Source: an optimization exercise on an open RTL-to-GDS flow (aim: small area, a short achievable clock period and few clock cycles per item). Production flows keep margins and buffers that such runs may drop.
Only simulation tests tie the RTL to the original design; equivalence was not proved.
Power figures rest on the tool's default switching activity, not on a simulated workload.

Setup of red:
// double_int32_wrap_bitwise_alu_core
module double_int32_wrap_bitwise_alu_core (
  input  wire logic        clk,
  input  wire logic        rst,
  input  wire logic        in_valid,
  output logic             in_stall,
  input  wire logic [2:0]  command,
  input  wire logic [63:0] operand_a,
  input  wire logic [63:0] operand_b,
  output logic             out_valid,
  input  wire logic        out_stall,
  output logic [63:0]      result_double,
  output logic [31:0]      result_word,
  output logic             result_unsigned
);
clock: 5.0 ns
lec_check: 0
cap_margin: 20
core_margin: 2
core_utilization: 40
slew_margin: 20
run.sh (not shown) runs the stock make flow with config.mk's settings and CLKGATE_MAP_FILE= SYNTH_SCRIPT=/design/flow/synth_recipe.tcl, a recipe that flattens the netlist after the stock synthesis.
red reached the end of the flow, and the finished layout is clean on the timing, design-rule and antenna checks.
Testbench counts of red, summed over its fixed seeds: cycles 24,032, items 24,000.
Input changes introduced in blue (baseline for comparison: red):
# red
export LEC_CHECK = 0
export CAP_MARGIN = 20
export CORE_MARGIN = 2
export CORE_UTILIZATION = 40
export SLEW_MARGIN = 20
create_clock -name core_clock -period 5.0 [get_ports {clk}]
# blue
export LEC_CHECK = 0
export ABC_AREA = 1
export CAP_MARGIN = 20
export CORE_MARGIN = 2
export CORE_UTILIZATION = 40
export SETUP_SLACK_MARGIN = 2.2
export SLEW_MARGIN = 20
create_clock -name core_clock -period 5.0 [get_ports {clk}]
==> flow/flow/run.sh (new file) <==
#!/bin/bash
# Standard flow, except that the port buffers are buf_2 cells (not the default
# delay-buffer cells) and the resizer may swap cells across footprints.
set -uo pipefail
bash standard.sh MATCH_CELL_FOOTPRINT=0 "BUFFER_PORTS_ARGS=-buffer_cell sky130_fd_sc_hd__buf_2" finish > standard.log 2>&1
==> flow/standard.sh (new file) <==
#!/bin/bash
# synth_recipe.tcl (not shown) runs the flow's synth.tcl, then flattens the netlist and writes it again
# the make line also repeats each setting of config.mk as NAME=value (left out here)
make -C /OpenROAD-flow-scripts/flow DESIGN_CONFIG=/design/flow/config.mk WORK_HOME=/design/flow/orfs CLKGATE_MAP_FILE= SYNTH_SCRIPT=/design/flow/synth_recipe.tcl "${@:-finish}"
removed: flow/run.sh
Notes after the runs:
Sort red and blue by total power per unit cell area, descending, and blue comes first.
The final layout from blue, which completed every stage, passed the timing, design-rule and antenna checks at the end of the flow.
Taking red as 1.0, blue lands at 1.10 on via count of the first global-routing pass.
Diff red -> blue: number of antenna violations at the first check in global routing climbed 3; share of cell area taken by flip-flops and latches fell by 3.7 points; minimum period implied by the final worst setup slack moved down.
blue packs its core more tightly than red.
Against red, blue comes in 12% higher on wire length reported by the detailed router.
Termination of the worst setup path = dbl4[51]: blue; termination of the worst setup path = x2[0]: red

The RTL this note starts from:
==> flow/design.v <==
`default_nettype none
package dibw_pkg;
  typedef enum logic [2:0] {
    CMD_AND = 3'd0,
    CMD_OR  = 3'd1,
    CMD_XOR = 3'd2,
    CMD_NOT = 3'd3,
    CMD_SHL = 3'd4,
    CMD_SAR = 3'd5,
    CMD_SHR = 3'd6,
    CMD_NOP = 3'd7
  } cmd_t;
  function automatic logic [31:0] cneg(input logic [31:0] v, input logic s);
    logic [31:0] p;
    p = v;
    for (int k = 1; k < 32; k = k * 2)
      for (int i = 2 * k - 1; i < 32; i += 2 * k) p[i] = p[i] | p[i - k];
    for (int k = 8; k >= 1; k = k / 2)
      for (int i = 3 * k - 1; i < 32; i += 2 * k) p[i] = p[i] | p[i - k];
    cneg = v ^ ({p[30:0], 1'b0} & {32{s}});
  endfunction
  function automatic logic [32:0] dbl_shift_hi(input logic [63:0] bits);
    logic [10:0] expo;
    logic        ok;
    logic [82:0] s0, s1, s2, s3, s4, s5, s6;
    expo = bits[62:52];
    ok   = (expo[10:7] == 4'b1000);
    s0   = {30'd0, ok, bits[51:0] & {52{ok}}};
    s1   = expo[6] ? (s0 << 64) : s0;
    s2   = expo[5] ? (s1 << 32) : s1;
    s3   = expo[4] ? (s2 << 16) : s2;
    s4   = expo[3] ? (s3 << 8)  : s3;
    s5   = expo[2] ? (s4 << 4)  : s4;
    s6   = expo[1] ? (s5 << 2)  : s5;
    dbl_shift_hi = s6[82:50];
  endfunction
  function automatic logic [31:0] dbl_shift_lo(input logic [32:0] w, input logic j,
                                               input logic one, input logic neg);
    logic [32:0] t3;
    logic [31:0] mag;
    t3  = j ? (w << 1) : w;
    mag = {t3[32:2], t3[1] | one};
    dbl_shift_lo = cneg(mag, neg);
  endfunction
  function automatic logic [4:0] lzc32(input logic [31:0] v);
    logic [15:0] z1; logic [15:0] c1;
    logic [7:0]  z2; logic [15:0] c2;
    logic [3:0]  z3; logic [11:0] c3;
    logic [1:0]  z4; logic [7:0]  c4;
    logic [4:0]  c5;
    for (int i = 0; i < 16; i++) begin
      z1[i] = !(v[2*i+1] | v[2*i]);
      c1[i] = !v[2*i+1];
    end
    for (int i = 0; i < 8; i++) begin
      z2[i]         = z1[2*i+1] & z1[2*i];
      c2[2*i +: 2]  = z1[2*i+1] ? {1'b1, c1[2*i]} : {1'b0, c1[2*i+1]};
    end
    for (int i = 0; i < 4; i++) begin
      z3[i]         = z2[2*i+1] & z2[2*i];
      c3[3*i +: 3]  = z2[2*i+1] ? {1'b1, c2[2*(2*i) +: 2]} : {1'b0, c2[2*(2*i+1) +: 2]};
    end
    for (int i = 0; i < 2; i++) begin
      z4[i]         = z3[2*i+1] & z3[2*i];
      c4[4*i +: 4]  = z3[2*i+1] ? {1'b1, c3[3*(2*i) +: 3]} : {1'b0, c3[3*(2*i+1) +: 3]};
    end
    c5 = z4[1] ? {1'b1, c4[3:0]} : {1'b0, c4[7:4]};
    lzc32 = c5;
  endfunction
  function automatic logic [63:21] word_to_dbl(input logic neg, input logic [31:0] w);
    logic [31:0] m;
    logic [4:0]  lz;
    logic [32:0] s;
    logic [4:0]  p;
    logic [10:0] expo;
    m    = cneg(w, neg);
    lz   = lzc32(w ^ {32{neg}});
    s    = {1'b0, m} << lz;
    p    = ~lz;   
    expo = s[32] ? (11'd1024 + {6'd0, p}) : (11'd1023 + {6'd0, p});
    if (w == 32'd0) word_to_dbl = '0;
    else word_to_dbl = {neg, expo, s[30:0]};
  endfunction
endpackage
`default_nettype wire
`default_nettype none
module double_int32_wrap_bitwise_alu_core (
  input  wire logic        clk,
  input  wire logic        rst,
  input  wire logic        in_valid,
  output logic             in_stall,
  input  wire logic [2:0]  command,
  input  wire logic [63:0] operand_a,
  input  wire logic [63:0] operand_b,
  output logic             out_valid,
  input  wire logic        out_stall,
  output logic [63:0]      result_double,
  output logic [31:0]      result_word,
  output logic             result_unsigned
);
  logic           v1, v2, v3, v4;
  dibw_pkg::cmd_t cmd1;
  logic [32:0]    wa1, wb1;
  logic           ja1, jb1;
  logic           oa1, ob1, sa1, sb1;
  dibw_pkg::cmd_t cmd2;
  logic [31:0]    x2, b2;
  logic           fill2;
  logic [31:0]    r3;
  logic           uns3, neg3;
  logic [63:21]   dbl4;
  logic           adv;
  logic [31:0] a, x, y, rev_y, r;
  logic [63:21] dbl;
  assign adv      = !(v4 && out_stall);
  assign in_stall = !adv;
  always_comb begin
    a = dibw_pkg::dbl_shift_lo(wa1, ja1, oa1, sa1);
    for (int i = 0; i < 32; i++) x[i] = (cmd1 == dibw_pkg::CMD_SHL) ? a[31 - i] : a[i];
    y = b2[4] ? {{16{fill2}}, x2[31:16]} : x2;
    y = b2[3] ? {{8{fill2}},  y[31:8]}   : y;
    y = b2[2] ? {{4{fill2}},  y[31:4]}   : y;
    y = b2[1] ? {{2{fill2}},  y[31:2]}   : y;
    y = b2[0] ? {fill2,       y[31:1]}   : y;
    for (int i = 0; i < 32; i++) rev_y[i] = y[31 - i];
    case (cmd2)
      dibw_pkg::CMD_AND: r = x2 & b2;
      dibw_pkg::CMD_OR:  r = x2 | b2;
      dibw_pkg::CMD_XOR: r = x2 ^ b2;
      dibw_pkg::CMD_NOT: r = ~x2;
      dibw_pkg::CMD_SHL: r = rev_y;
      dibw_pkg::CMD_SAR: r = y;
      dibw_pkg::CMD_SHR: r = y;
      default:           r = 32'd0;
    endcase
    dbl = dibw_pkg::word_to_dbl(neg3, r3);
  end
  always_ff @(posedge clk) begin
    if (rst) begin
      v1 <= 1'b0;
      v2 <= 1'b0;
      v3 <= 1'b0;
      v4 <= 1'b0;
    end else if (adv) begin
      v1 <= in_valid;
      v2 <= v1;
      v3 <= v2;
      v4 <= v3;
    end
    if (adv) begin
      cmd1            <= dibw_pkg::cmd_t'(command);
      wa1             <= dibw_pkg::dbl_shift_hi(operand_a);
      ja1             <= operand_a[52];
      oa1             <= (operand_a[62:52] == 11'd1023);
      sa1             <= operand_a[63];
      wb1             <= dibw_pkg::dbl_shift_hi(operand_b);
      jb1             <= operand_b[52];
      ob1             <= (operand_b[62:52] == 11'd1023);
      sb1             <= operand_b[63];
      cmd2            <= cmd1;
      x2              <= x;
      b2              <= dibw_pkg::dbl_shift_lo(wb1, jb1, ob1, sb1);
      fill2           <= (cmd1 == dibw_pkg::CMD_SAR) && a[31];
      r3              <= r;
      uns3            <= (cmd2 == dibw_pkg::CMD_SHR);
      neg3            <= (cmd2 != dibw_pkg::CMD_SHR) && r[31];
      result_word     <= r3;
      result_unsigned <= uns3;
      dbl4            <= dbl;
    end
  end
  assign out_valid = v4;
  assign result_double = {dbl4, 21'd0};
endmodule
`default_nettype wire
==> flow/config.mk <==
export PLATFORM = sky130hd
export DESIGN_NAME = double_int32_wrap_bitwise_alu_core
export DESIGN_NICKNAME = double_int32_wrap_bitwise_alu_core
export VERILOG_FILES = /design/flow/design.v
export SDC_FILE = /design/flow/constraint.sdc
export NUM_CORES = 4
export LEC_CHECK = 0
export ABC_AREA = 1
export CAP_MARGIN = 20
export CORE_MARGIN = 2
export CORE_UTILIZATION = 40
export PLACE_DENSITY = 0.72
export SETUP_SLACK_MARGIN = 2.0
export SLEW_MARGIN = 20
==> flow/constraint.sdc <==
create_clock -name core_clock -period 5.0 [get_ports {clk}]
set_input_delay 1.0000 -clock core_clock [delete_from_list [all_inputs] [get_ports {clk}]]
set_output_delay 1.0000 -clock core_clock [all_outputs]
set_load 0.01 [all_outputs]
standard.sh (not shown) runs the stock make flow with config.mk's settings and CLKGATE_MAP_FILE= SYNTH_SCRIPT=/design/flow/synth_recipe.tcl, a recipe that flattens the netlist after the stock synthesis.
==> flow/flow/run.sh <==
#!/bin/bash
# Standard flow, except that the port buffers are buf_2 cells (not the default
# delay-buffer cells) and the resizer may swap cells across footprints.
set -uo pipefail
bash standard.sh MATCH_CELL_FOOTPRINT=0 "BUFFER_PORTS_ARGS=-buffer_cell sky130_fd_sc_hd__buf_2" finish > standard.log 2>&1
The baseline completed without violations.
Testbench counts at the start, summed over its fixed seeds: cycles 24,032, items 24,000.
Edit:
- PLACE_DENSITY: 0.72 -> not set
- SETUP_SLACK_MARGIN: 2.0 -> 1.8
Outcome:
- The changed run ran to the end with no violations
- maximum frequency drops by 5.5%
- global-route usage came out higher by 2.7 points
- die area does not change
- clock power climbs by about 6%
- design area went down by 2.4%
- setup slack got worse by 0.17 ns
Edit:
- SETUP_SLACK_MARGIN: 1.8 -> 2.2
Result: The changed run finished clean. Clock power grows by about 3%. Routed wire length grows by 7.4%. Combinational power grows by about 24%. Synthesized area stays the same.
Edit:
- PLACE_DENSITY: not set -> 0.72
- SETUP_SLACK_MARGIN: 2.2 -> 1.9
Area after synthesis stays the same. Wire length decreases by 17%. Cell area decreases by 9.4%. Clock power decreases by 12%. Setup slack is better by 0.086 ns. Non-clock buffer count decreases by 130.

what the ideal ports hide:
The results above use ideal ports. As a check the final layouts listed here were re-extracted and re-timed, cells and wires unchanged. Step 1, drivers: a clkbuf_16 drives clk and a buf_2 each remaining input, both assumed. Step 2 also shifts input and output timing later by t, the mid clock arrival at the registers, as if the neighbouring blocks saw the same clock. Three values: no drivers, after step 1, after step 2; two values: the first two.
| run | t, ns | setup WS [ns] | worst hold slack (ns) | worst register clock-pin slew, ns | worst data-port slew with drivers (ns) |
|---|---|---|---|---|---|
| red | 0.637 | 0.583 / 0.583 / 0.583 | 0.456 / 0.456 / 0.456 | 0.07 / 0.07 | 0.05 |
| blue | 0.633 | 1.943 / 1.943 / 1.815 | 0.451 / 0.451 / 0.451 | 0.06 / 0.06 | 0.05 |
| the first run of note 2 | 0.615 | 2.060 / 2.060 / 1.595 | 0.433 / 0.433 / 0.433 | 0.06 / 0.06 | 0.07 |
| the second run of note 2 | 0.623 | 1.889 / 1.889 / 1.386 | 0.436 / 0.436 / 0.436 | 0.06 / 0.06 | 0.05 |
| the third run of note 2 | 0.605 | 1.948 / 1.948 / 1.710 | 0.418 / 0.418 / 0.418 | 0.07 / 0.07 | 0.04 |
| the fourth run of note 2 | 0.616 | 2.034 / 2.034 / 1.566 | 0.433 / 0.433 / 0.433 | 0.06 / 0.06 | 0.05 |
After both steps setup and hold are still met in every run listed. The setup slack of the second run of note 2, which loses most, moves by 0.000 ns with the drivers and by -0.503 ns with both steps.
